This is an optimization exercise on Yosys and OpenROAD, whose aim is small area and a short achievable clock period, not a production implementation. Function was checked by simulation only, so behaviour that the tests miss may differ from the original. No activity file was given, so power comes from the tool's default toggle rates.

$ cat flow/run.sh
#!/bin/bash
# synth_recipe.tcl (not shown) runs the flow's synth.tcl, then flattens the netlist and writes it again
# the make line also repeats each setting of config.mk as NAME=value (left out here)
make -C /OpenROAD-flow-scripts/flow DESIGN_CONFIG=/design/flow/config.mk WORK_HOME=/design/flow/orfs CLKGATE_MAP_FILE= SYNTH_SCRIPT=/design/flow/synth_recipe.tcl finish
$ cat flow/config.mk
export PLATFORM = sky130hd
export DESIGN_NAME = rv_pipe
export DESIGN_NICKNAME = rv_pipe
export VERILOG_FILES = /design/flow/design.v
export SDC_FILE = /design/flow/constraint.sdc
export NUM_CORES = 4
export LEC_CHECK = 0
export CAP_MARGIN = 20
export CORE_MARGIN = 2
export CORE_UTILIZATION = 40
export SLEW_MARGIN = 20
$ cat flow/constraint.sdc
create_clock -name core_clock -period 7.0 [get_ports {i_clk}]
set_input_delay 1.4000 -clock core_clock [delete_from_list [all_inputs] [get_ports {i_clk}]]
set_output_delay 1.4000 -clock core_clock [all_outputs]
set_load 0.01 [all_outputs]
$ cat flow/design.v
package rv_pipe_pkg;
  localparam int XLEN = 32;
  localparam int REG_AW = 5;
  typedef enum logic [6:0] {
    OP_REG   = 7'b0110011,
    OP_IMM   = 7'b0010011,
    OP_LUI   = 7'b0110111,
    OP_AUIPC = 7'b0010111
  } opcode_e;
  typedef enum logic [3:0] {
    ADD,
    SUB,
    SLL,
    SLT,
    SLTU,
    XOR,
    SRL,
    SRA,
    OR,
    AND,
    PASS_B
  } alu_op_e;
  typedef enum logic {RS1, PC} opa_sel_e;
  typedef enum logic {RS2, IMM} opb_sel_e;
  typedef enum logic [1:0] {
    FWD_NONE = 2'b00,
    FWD_MEM  = 2'b01,
    FWD_WB   = 2'b10
  } fwd_sel_e;
endpackage
`timescale 1ns/100ps
import rv_pipe_pkg::*;
module rv_decoder (
  input  logic [rv_pipe_pkg::XLEN-1:0] i_instr,
  output logic                         o_insn_vld,
  output logic                         o_rd_wren,
  output rv_pipe_pkg::opa_sel_e        o_opa_sel,
  output rv_pipe_pkg::opb_sel_e        o_opb_sel,
  output rv_pipe_pkg::alu_op_e         o_alu_op,
  output logic [rv_pipe_pkg::XLEN-1:0] o_imm
);
  rv_pipe_pkg::opcode_e           opcode;
  logic [2:0]        funct3;
  logic [6:0]        funct7;
  logic [REG_AW-1:0] rd;
  logic              alt;
  logic              f7_ok;
  rv_pipe_pkg::alu_op_e           f3_op;
  logic [XLEN-1:0]   imm_i;
  logic [XLEN-1:0]   imm_u;
  assign opcode = rv_pipe_pkg::opcode_e'(i_instr[6:0]);
  assign rd     = i_instr[11:7];
  assign funct3 = i_instr[14:12];
  assign funct7 = i_instr[31:25];
  assign alt    = (funct7 == 7'b0100000);
  assign imm_i = {{(XLEN-12){i_instr[31]}}, i_instr[31:20]};
  assign imm_u = {i_instr[31:12], 12'b0};
  always_comb begin
    case (funct3)
      3'b000:  f3_op = (opcode == OP_REG && alt) ? SUB : ADD;
      3'b001:  f3_op = SLL;
      3'b010:  f3_op = SLT;
      3'b011:  f3_op = SLTU;
      3'b100:  f3_op = XOR;
      3'b101:  f3_op = alt ? SRA : SRL;
      3'b110:  f3_op = OR;
      default: f3_op = AND;
    endcase
  end
  always_comb begin
    if (opcode == OP_REG) begin
      f7_ok = (funct7 == 7'b0) || (alt && (funct3 == 3'b000 || funct3 == 3'b101));
    end else if (funct3 == 3'b001) begin
      f7_ok = (funct7 == 7'b0);
    end else if (funct3 == 3'b101) begin
      f7_ok = (funct7 == 7'b0) || alt;
    end else begin
      f7_ok = 1'b1;
    end
  end
  always_comb begin
    o_insn_vld = 1'b0;
    o_opa_sel  = RS1;
    o_opb_sel  = RS2;
    o_alu_op   = ADD;
    o_imm      = imm_i;
    case (opcode)
      OP_REG: begin
        o_insn_vld = f7_ok;
        o_alu_op   = f3_op;
      end
      OP_IMM: begin
        o_insn_vld = f7_ok;
        o_opb_sel  = IMM;
        o_alu_op   = f3_op;
      end
      OP_LUI: begin
        o_insn_vld = 1'b1;
        o_opb_sel  = IMM;
        o_alu_op   = PASS_B;
        o_imm      = imm_u;
      end
      OP_AUIPC: begin
        o_insn_vld = 1'b1;
        o_opa_sel  = PC;
        o_opb_sel  = IMM;
        o_imm      = imm_u;
      end
      default: ;
    endcase
  end
  assign o_rd_wren = o_insn_vld && (rd != '0);
endmodule
`timescale 1ns/100ps
import rv_pipe_pkg::*;
module rv_regfile (
  input  logic                           i_clk,
  input  logic                           i_rst_n,
  input  logic                           i_rd_wren,
  input  logic [rv_pipe_pkg::REG_AW-1:0] i_rd_addr,
  input  logic [rv_pipe_pkg::XLEN-1:0]   i_rd_data,
  input  logic [rv_pipe_pkg::REG_AW-1:0] i_rs1_addr,
  input  logic [rv_pipe_pkg::REG_AW-1:0] i_rs2_addr,
  output logic [rv_pipe_pkg::XLEN-1:0]   o_rs1_data,
  output logic [rv_pipe_pkg::XLEN-1:0]   o_rs2_data
);
  logic [XLEN-1:0] regs [1:2**REG_AW-1];
  always_ff @(posedge i_clk) begin
    if (!i_rst_n) begin
      for (int i = 1; i < 2**REG_AW; i++) begin
        regs[i] <= '0;
      end
    end else if (i_rd_wren && i_rd_addr != '0) begin
      regs[i_rd_addr] <= i_rd_data;
    end
  end
  function automatic logic [XLEN-1:0] read_port(input logic [REG_AW-1:0] addr);
    if (addr == '0) read_port = '0;
    else if (i_rd_wren && addr == i_rd_addr) read_port = i_rd_data;
    else read_port = regs[addr];
  endfunction
  always_comb o_rs1_data = read_port(i_rs1_addr);
  always_comb o_rs2_data = read_port(i_rs2_addr);
endmodule
`timescale 1ns/100ps
import rv_pipe_pkg::*;
module rv_alu (
  input  logic [rv_pipe_pkg::XLEN-1:0] i_pc,
  input  logic [rv_pipe_pkg::XLEN-1:0] i_rs1_data,
  input  logic [rv_pipe_pkg::XLEN-1:0] i_rs2_data,
  input  logic [rv_pipe_pkg::XLEN-1:0] i_imm,
  input  logic [rv_pipe_pkg::XLEN-1:0] i_mem_data,
  input  logic [rv_pipe_pkg::XLEN-1:0] i_wb_data,
  input  rv_pipe_pkg::fwd_sel_e        i_fwd_a,
  input  rv_pipe_pkg::fwd_sel_e        i_fwd_b,
  input  rv_pipe_pkg::opa_sel_e        i_opa_sel,
  input  rv_pipe_pkg::opb_sel_e        i_opb_sel,
  input  rv_pipe_pkg::alu_op_e         i_alu_op,
  output logic [rv_pipe_pkg::XLEN-1:0] o_alu_data
);
  logic [XLEN-1:0]         rs1_val;
  logic [XLEN-1:0]         rs2_val;
  logic [XLEN-1:0]         opa;
  logic [XLEN-1:0]         opb;
  logic [$clog2(XLEN)-1:0] shamt;
  function automatic logic [XLEN-1:0] fwd_mux(
    input rv_pipe_pkg::fwd_sel_e        sel,
    input logic [XLEN-1:0] reg_val,
    input logic [XLEN-1:0] mem_val,
    input logic [XLEN-1:0] wb_val
  );
    case (sel)
      FWD_MEM: fwd_mux = mem_val;
      FWD_WB:  fwd_mux = wb_val;
      default: fwd_mux = reg_val;
    endcase
  endfunction
  assign rs1_val = fwd_mux(i_fwd_a, i_rs1_data, i_mem_data, i_wb_data);
  assign rs2_val = fwd_mux(i_fwd_b, i_rs2_data, i_mem_data, i_wb_data);
  assign opa   = (i_opa_sel == PC)  ? i_pc  : rs1_val;
  assign opb   = (i_opb_sel == IMM) ? i_imm : rs2_val;
  assign shamt = opb[$clog2(XLEN)-1:0];
  always_comb begin
    case (i_alu_op)
      SUB:     o_alu_data = opa - opb;
      SLL:     o_alu_data = opa << shamt;
      SLT:     o_alu_data = {{(XLEN-1){1'b0}}, $signed(opa) < $signed(opb)};
      SLTU:    o_alu_data = {{(XLEN-1){1'b0}}, opa < opb};
      XOR:     o_alu_data = opa ^ opb;
      SRL:     o_alu_data = opa >> shamt;
      SRA:     o_alu_data = $unsigned($signed(opa) >>> shamt);
      OR:      o_alu_data = opa | opb;
      AND:     o_alu_data = opa & opb;
      PASS_B:  o_alu_data = opb;
      default: o_alu_data = opa + opb;
    endcase
  end
endmodule
`timescale 1ns/100ps
import rv_pipe_pkg::*;
module rv_forward_unit (
  input  logic [rv_pipe_pkg::REG_AW-1:0] i_ex_rs1,
  input  logic [rv_pipe_pkg::REG_AW-1:0] i_ex_rs2,
  input  logic [rv_pipe_pkg::REG_AW-1:0] i_mem_rd,
  input  logic                           i_mem_rd_wren,
  input  logic [rv_pipe_pkg::REG_AW-1:0] i_wb_rd,
  input  logic                           i_wb_rd_wren,
  output rv_pipe_pkg::fwd_sel_e          o_fwd_a,
  output rv_pipe_pkg::fwd_sel_e          o_fwd_b
);
  function automatic rv_pipe_pkg::fwd_sel_e pick(input logic [REG_AW-1:0] rs);
    if (rs == '0) pick = FWD_NONE;
    else if (i_mem_rd_wren && i_mem_rd == rs) pick = FWD_MEM;
    else if (i_wb_rd_wren && i_wb_rd == rs) pick = FWD_WB;
    else pick = FWD_NONE;
  endfunction
  always_comb o_fwd_a = pick(i_ex_rs1);
  always_comb o_fwd_b = pick(i_ex_rs2);
endmodule
`timescale 1ns/100ps
import rv_pipe_pkg::*;
module rv_pipe (
  input  logic                           i_clk,
  input  logic                           i_rst_n,
  input  logic                           i_instr_vld,
  input  logic [rv_pipe_pkg::XLEN-1:0]   i_instr,
  input  logic [rv_pipe_pkg::XLEN-1:0]   i_pc,
  output logic                           o_wb_vld,
  output logic [rv_pipe_pkg::REG_AW-1:0] o_wb_addr,
  output logic [rv_pipe_pkg::XLEN-1:0]   o_wb_data
);
  logic            vld_id;
  logic [XLEN-1:0] pc_id;
  logic [XLEN-1:0] instr_id;
  logic            insn_vld_id;
  logic            rd_wren_id;
  rv_pipe_pkg::opa_sel_e        opa_sel_id;
  rv_pipe_pkg::opb_sel_e        opb_sel_id;
  rv_pipe_pkg::alu_op_e         alu_op_id;
  logic [XLEN-1:0] imm_id;
  logic [XLEN-1:0] rs1_data_id;
  logic [XLEN-1:0] rs2_data_id;
  logic            vld_ex;
  logic [XLEN-1:0] pc_ex;
  logic [XLEN-1:0] instr_ex;
  logic            rd_wren_ex;
  rv_pipe_pkg::opa_sel_e        opa_sel_ex;
  rv_pipe_pkg::opb_sel_e        opb_sel_ex;
  rv_pipe_pkg::alu_op_e         alu_op_ex;
  logic [XLEN-1:0] imm_ex;
  logic [XLEN-1:0] rs1_data_ex;
  logic [XLEN-1:0] rs2_data_ex;
  rv_pipe_pkg::fwd_sel_e        fwd_a;
  rv_pipe_pkg::fwd_sel_e        fwd_b;
  logic [XLEN-1:0] alu_data_ex;
  logic            vld_mem;
  logic [XLEN-1:0] instr_mem;
  logic            rd_wren_mem;
  logic [XLEN-1:0] alu_data_mem;
  logic            mem_wren;
  logic            vld_wb;
  logic [XLEN-1:0] instr_wb;
  logic            rd_wren_wb;
  logic [XLEN-1:0] alu_data_wb;
  logic            wb_wren;
  logic [XLEN-1:0] wb_data;
  always_ff @(posedge i_clk) begin
    if (!i_rst_n) begin
      vld_id  <= 1'b0;
      vld_ex  <= 1'b0;
      vld_mem <= 1'b0;
      vld_wb  <= 1'b0;
    end else begin
      vld_id  <= i_instr_vld;
      vld_ex  <= vld_id & insn_vld_id;
      vld_mem <= vld_ex;
      vld_wb  <= vld_mem;
    end
  end
  always_ff @(posedge i_clk) begin
    pc_id        <= i_pc;
    instr_id     <= i_instr;
    pc_ex        <= pc_id;
    instr_ex     <= instr_id;
    rd_wren_ex   <= rd_wren_id;
    opa_sel_ex   <= opa_sel_id;
    opb_sel_ex   <= opb_sel_id;
    alu_op_ex    <= alu_op_id;
    imm_ex       <= imm_id;
    rs1_data_ex  <= rs1_data_id;
    rs2_data_ex  <= rs2_data_id;
    instr_mem    <= instr_ex;
    rd_wren_mem  <= rd_wren_ex;
    alu_data_mem <= alu_data_ex;
    instr_wb     <= instr_mem;
    rd_wren_wb   <= rd_wren_mem;
    alu_data_wb  <= alu_data_mem;
  end
  rv_decoder u_decoder (
    .i_instr    (instr_id),
    .o_insn_vld (insn_vld_id),
    .o_rd_wren  (rd_wren_id),
    .o_opa_sel  (opa_sel_id),
    .o_opb_sel  (opb_sel_id),
    .o_alu_op   (alu_op_id),
    .o_imm      (imm_id)
  );
  rv_regfile u_regfile (
    .i_clk      (i_clk),
    .i_rst_n    (i_rst_n),
    .i_rd_wren  (wb_wren),
    .i_rd_addr  (instr_wb[11:7]),
    .i_rd_data  (wb_data),
    .i_rs1_addr (instr_id[19:15]),
    .i_rs2_addr (instr_id[24:20]),
    .o_rs1_data (rs1_data_id),
    .o_rs2_data (rs2_data_id)
  );
  assign mem_wren = vld_mem & rd_wren_mem;
  assign wb_wren  = vld_wb & rd_wren_wb;
  rv_forward_unit u_forward (
    .i_ex_rs1      (instr_ex[19:15]),
    .i_ex_rs2      (instr_ex[24:20]),
    .i_mem_rd      (instr_mem[11:7]),
    .i_mem_rd_wren (mem_wren),
    .i_wb_rd       (instr_wb[11:7]),
    .i_wb_rd_wren  (wb_wren),
    .o_fwd_a       (fwd_a),
    .o_fwd_b       (fwd_b)
  );
  rv_alu u_alu (
    .i_pc       (pc_ex),
    .i_rs1_data (rs1_data_ex),
    .i_rs2_data (rs2_data_ex),
    .i_imm      (imm_ex),
    .i_mem_data (alu_data_mem),
    .i_wb_data  (wb_data),
    .i_fwd_a    (fwd_a),
    .i_fwd_b    (fwd_b),
    .i_opa_sel  (opa_sel_ex),
    .i_opb_sel  (opb_sel_ex),
    .i_alu_op   (alu_op_ex),
    .o_alu_data (alu_data_ex)
  );
  assign wb_data = alu_data_wb;
  assign o_wb_vld  = wb_wren;
  assign o_wb_addr = instr_wb[11:7];
  assign o_wb_data = wb_data;
endmodule
==> run_results.csv <==
group,metric,value,unit
timing,clock.fmax,0.1569,GHz
power_and_ir_drop,leakagePower,29.49,nW
cells_and_area,syn_to_final_growth,12.95,%
yosys,synth_edf_count,1024,
timing,setup_viol_count_final,0,
timing,fin_crit,6.374,ns
routing,drt_iter0_markers,6602,
yosys,synthCells,5574,
floorplan,die-height,428.0,um
yosys,synth_ff_type,"edfxtp_1",
power_and_ir_drop,combPwrFrac,22.2,%
critical_path,startpoint_type,"flop",
routing,dr_total_vias,50130,
placed_design,dp_hpwl,171.4,mm
timing,slew_headroom,24.17,%
yosys,synthAdderAreaFrac,1.813,%
floorplan,core_area,0.1786,sq mm
clock_network,clk-insertion-delay-late,0.81,ns
outcome,status,"finished clean",
power_and_ir_drop,p_seq_share,41.7,%
yosys,synth-simple-area-share,13.22,%
clock_network,clk_path_buf_depth,3,
placed_design,pre_cts_ws,0.7943,ns
job,drv_cap,0,
cells_and_area,drive_gt1_share,20.29,%
power_and_ir_drop,p_sw_share,31.61,%
timing,fin_setup_tns,0,ns
timing,finalHoldViolCount,0,
global_routing,grt_pass1_vias,49770,
routing,wl_per_cell,33.39,um
power_and_ir_drop,p_switching,7.115,mW
floorplan,dieWidth,428.0,um
power_and_ir_drop,p_per_area,277.1,mW/mm^2
routing,ant_nets,0,
yosys,synth_top_family_by_area,"multiplexers",
timing,finalCritPeriodShare,91.06,%
cells_and_area,num-nets-final,5683,
clock_network,numCtsBuffers,147,
placed_design,gp_congestion,1.024,
routing,avgViaCountPerCell,6.271,
yosys,yosysSeqAreaShare,50.94,%
global_routing,grt.overflow.total,0,
global_routing,grt_first_pass_wirelength,376.6,mm
yosys,ys_types,88,
clock_network,cts.sinks,1318,
critical_path,crit_fanout,10,
hold_path,hold_path_class,"reg2reg",
clock_network,holdBufCountCts,0,
power_and_ir_drop,peakVddDrop,0.2562,mV
routing,drc,0,
yosys,yosys.area_share.xor_xnor,0.4628,%
clock_network,cts_tree,"built",
floorplan,die_area,0.1832,sq mm
floorplan,ios,105,
yosys,yosys_register_bits,1318,
placed_design,io_buffer_count,104,
power_and_ir_drop,pwr-share-clk,36.1,%
yosys,synth-compound-area-share,8.921,%
floorplan,initial_core_util,40.26,%
yosys,ys_warn_count,5,
clock_network,cts_resized,0,
global_routing,antenna_found_initial,8,
timing,worst_pin_slew,1.137,ns
power_and_ir_drop,p_int,15.39,mW
timing,skew,0.03636,ns
global_routing,grt_max_degree,78,
clock_network,path_clk_slew,0.06,ns
routing,wl,266.9,mm
yosys,synth_mux_area_share,21.12,%
global_routing,track_usage,28.72,%
timing,fin_ws,0.6259,ns
critical_path,cp.arrival,7.02,ns
clock_network,cts_setup_buffers,0,
clock_network,clockRootBuffer,"clkbuf_16",
critical_path,path_class,"reg2reg",
timing,timing.final.max_slew_violations,0,
power_and_ir_drop,p_total,22.51,mW
floorplan,num_rows,155,
critical_path,worst_ep_required_time,7.64,ns
yosys,netlist_area,0.07192,sq mm
yosys,syn_area_per_cell,12.90,sq um
routing,firstDrtPassIters,6,
timing,rsz0062_at_grt,"false",
critical_path,cp-end-kind,"flop",
yosys,synth-async-reset-ratio,0,%
clock_network,htreeDepth,4,
==> logic make-up (layout without fill, tap and decap cells) <==
group	after synthesis	count (layout)
AND/OR/NAND/NOR	1724	1724
flip-flops	1318	1318
AO/OA/AOI/OAI	922	922
multiplexers	820	820
buffers and inverters	648	677
adder cells (fa/ha/maj)	103	103
XOR/XNOR	38	38
other	1	36
==> worst max-delay path, cell delays in order (launching register included) <==
cell	delay (ns)
dfxtp_1	0.57
xor2_1	0.12
nor3_1	0.17
nand3_1	0.09
or3_1	0.49
ha_1	0.43
or2_1	0.31
o221ai_1	0.56
inv_1	0.21
ha_1	0.48
nor3b_1	0.21
o21ai_0	0.15
a31oi_1	0.36
a31oi_1	0.39
nor4_1	0.42
o221ai_1	0.22
o21ai_0	0.40
a21oi_1	0.17
nor4_1	0.26
o221ai_1	0.18
==> routing by layer <==
layer	up-vias	share of wire [%]	track usage, %
met5	-	0.0049	0
met4	2	5.8	15.13
met3	599	9.2	6.084
met2	2803	47	46.19
met1	25740	38	36.51
li1	20980	-	-
==> cells in the final DEF, fill, tap and decap left out, types with 16 or more instances in the layout <==
master,count
o221a_2,24
a221oi_1,68
a21o_1,37
a31oi_1,20
o21bai_1,19
ha_1,100
nand2b_1,54
nor3_1,32
xnor2_1,22
clkinv_2,17
xor2_1,16
o22ai_1,56
clkinv_1,26
nor2b_1,43
mux4_2,554
nand2_1,156
o211ai_1,43
nor2_1,302
mux2i_1,229
conb_1,32
and2_1,1002
bufinv_16,20
dfxtp_1,283
clkdlybuf4s50_1,103
o221ai_1,33
mux2_2,37
nor2_4,32
inv_1,105
a211oi_1,78
a22o_1,23
o21ai_0,128
o21ai_4,31
edfxtp_1,1024
buf_4,176
a22oi_1,53
clkbuf_16,152
clkbuf_1,30
nand3_1,32
a21oi_1,201
==> power by group through the flow <==
stage,clock (mW),sequential [mW],combinational [mW]
after floorplan,0,9.47,2.73
after global placement,0,9.52,4.86
after detailed placement,0,9.53,4.86
after CTS,8.20,9.37,4.87
after global routing,8.50,9.43,5.22
final,8.12,9.39,5.00
==> synth_stat cells, drive strengths merged (34+ instances only) <==
master | instances | share of area (%)
dfxtp | 294 | 8.2
mux2 | 37 | 0.58
and2 | 1002 | 8.7
ha | 101 | 1.8
o22ai | 56 | 0.49
clkbuf | 429 | 2.2
a22oi | 54 | 0.56
a21o | 37 | 0.39
buf | 107 | 0.70
o21ai | 160 | 1.1
nor3 | 35 | 0.24
edfxtp | 1024 | 43
a21oi | 202 | 1.4
nor2b | 45 | 0.40
nand2b | 54 | 0.47
nand2 | 159 | 0.83
a211oi | 80 | 0.86
nor2 | 337 | 1.8
o211ai | 43 | 0.45
mux4 | 554 | 17
a221oi | 75 | 0.99
mux2i | 229 | 3.2
o221ai | 34 | 0.42
inv | 111 | 0.58
==> sequential cells by signal, summed over array words and instances, names as in the netlist, 4 cells and up <==
name            flops
instr_ex           15
alu_op_ex           4
alu_data_mem       32
imm_ex             32
u_regfile.regs   1024
pc_ex              32
instr_wb            5
instr_mem           5
rs2_data_ex        32
rs1_data_ex        32
alu_data_wb        32
instr_id           32
pc_id              32
==> final cells by class <==
type                            count  area [sq um]
Antenna cell                        4         10.01
Clock buffer                      190          4026
Clock inverter                     80         965.9
Fill cell                       15740         97380
Inverter                          112         422.9
Multi-Input combinational cell   3639         33520
Sequential cell                  1318         36670
Tap cell                         2355          2947
Timing Repair Buffer              295          2673
==> path summary, 6_finish.rpt <==
kind                  startpoint                 endpoint  slack [ns]  cells past startpoint
max          instr_wb[8]$_DFF_P_  alu_data_mem[0]$_DFF_P_        0.63                     19
min            pc_id[14]$_DFF_P_        pc_ex[14]$_DFF_P_        0.33                      0
min reg2reg    pc_id[14]$_DFF_P_        pc_ex[14]$_DFF_P_        0.33                      0
max reg2reg  instr_wb[8]$_DFF_P_  alu_data_mem[0]$_DFF_P_        0.63                     19
==> per-stage QoR <==
stage / utilization, % / area, sq um / cells / hold WS, ns
final: 45.48 / 81230 / 7993 / 0.3251
after floorplan: - / 72040 / 5605 / 0.3096
after CTS: 45.47 / 81220 / 7988 / 0.3275
after detailed placement: 42.68 / 76230 / 7718 / 0.3128
after global placement: 42.65 / 76170 / 7716 / 0.3153
after global routing: 45.48 / 81230 / 7990 / 0.3374

[separate check: timing with driven ports]
No port has a modelled driver above. Below, the same layout with a new extraction and two added sets of constraints. Step 1 assumes that a clkbuf_16 drives the clock port and a buf_2 every other input. Step 2 also shifts input and output timing later by t, the mid clock arrival at the registers, as if the neighbouring blocks saw the same clock. a / b / c = no drivers / after step 1 / after step 2; a / b = the first two.
t, ns: 0.876
setup slack, ns: 0.626 / 0.626 / 0.626
worst hold slack (ns): 0.325 / 0.325 / 0.325
After both steps this run still meets setup and hold. The setup slack of this run moves by 0.000 ns with the drivers and by 0.000 ns with both steps.
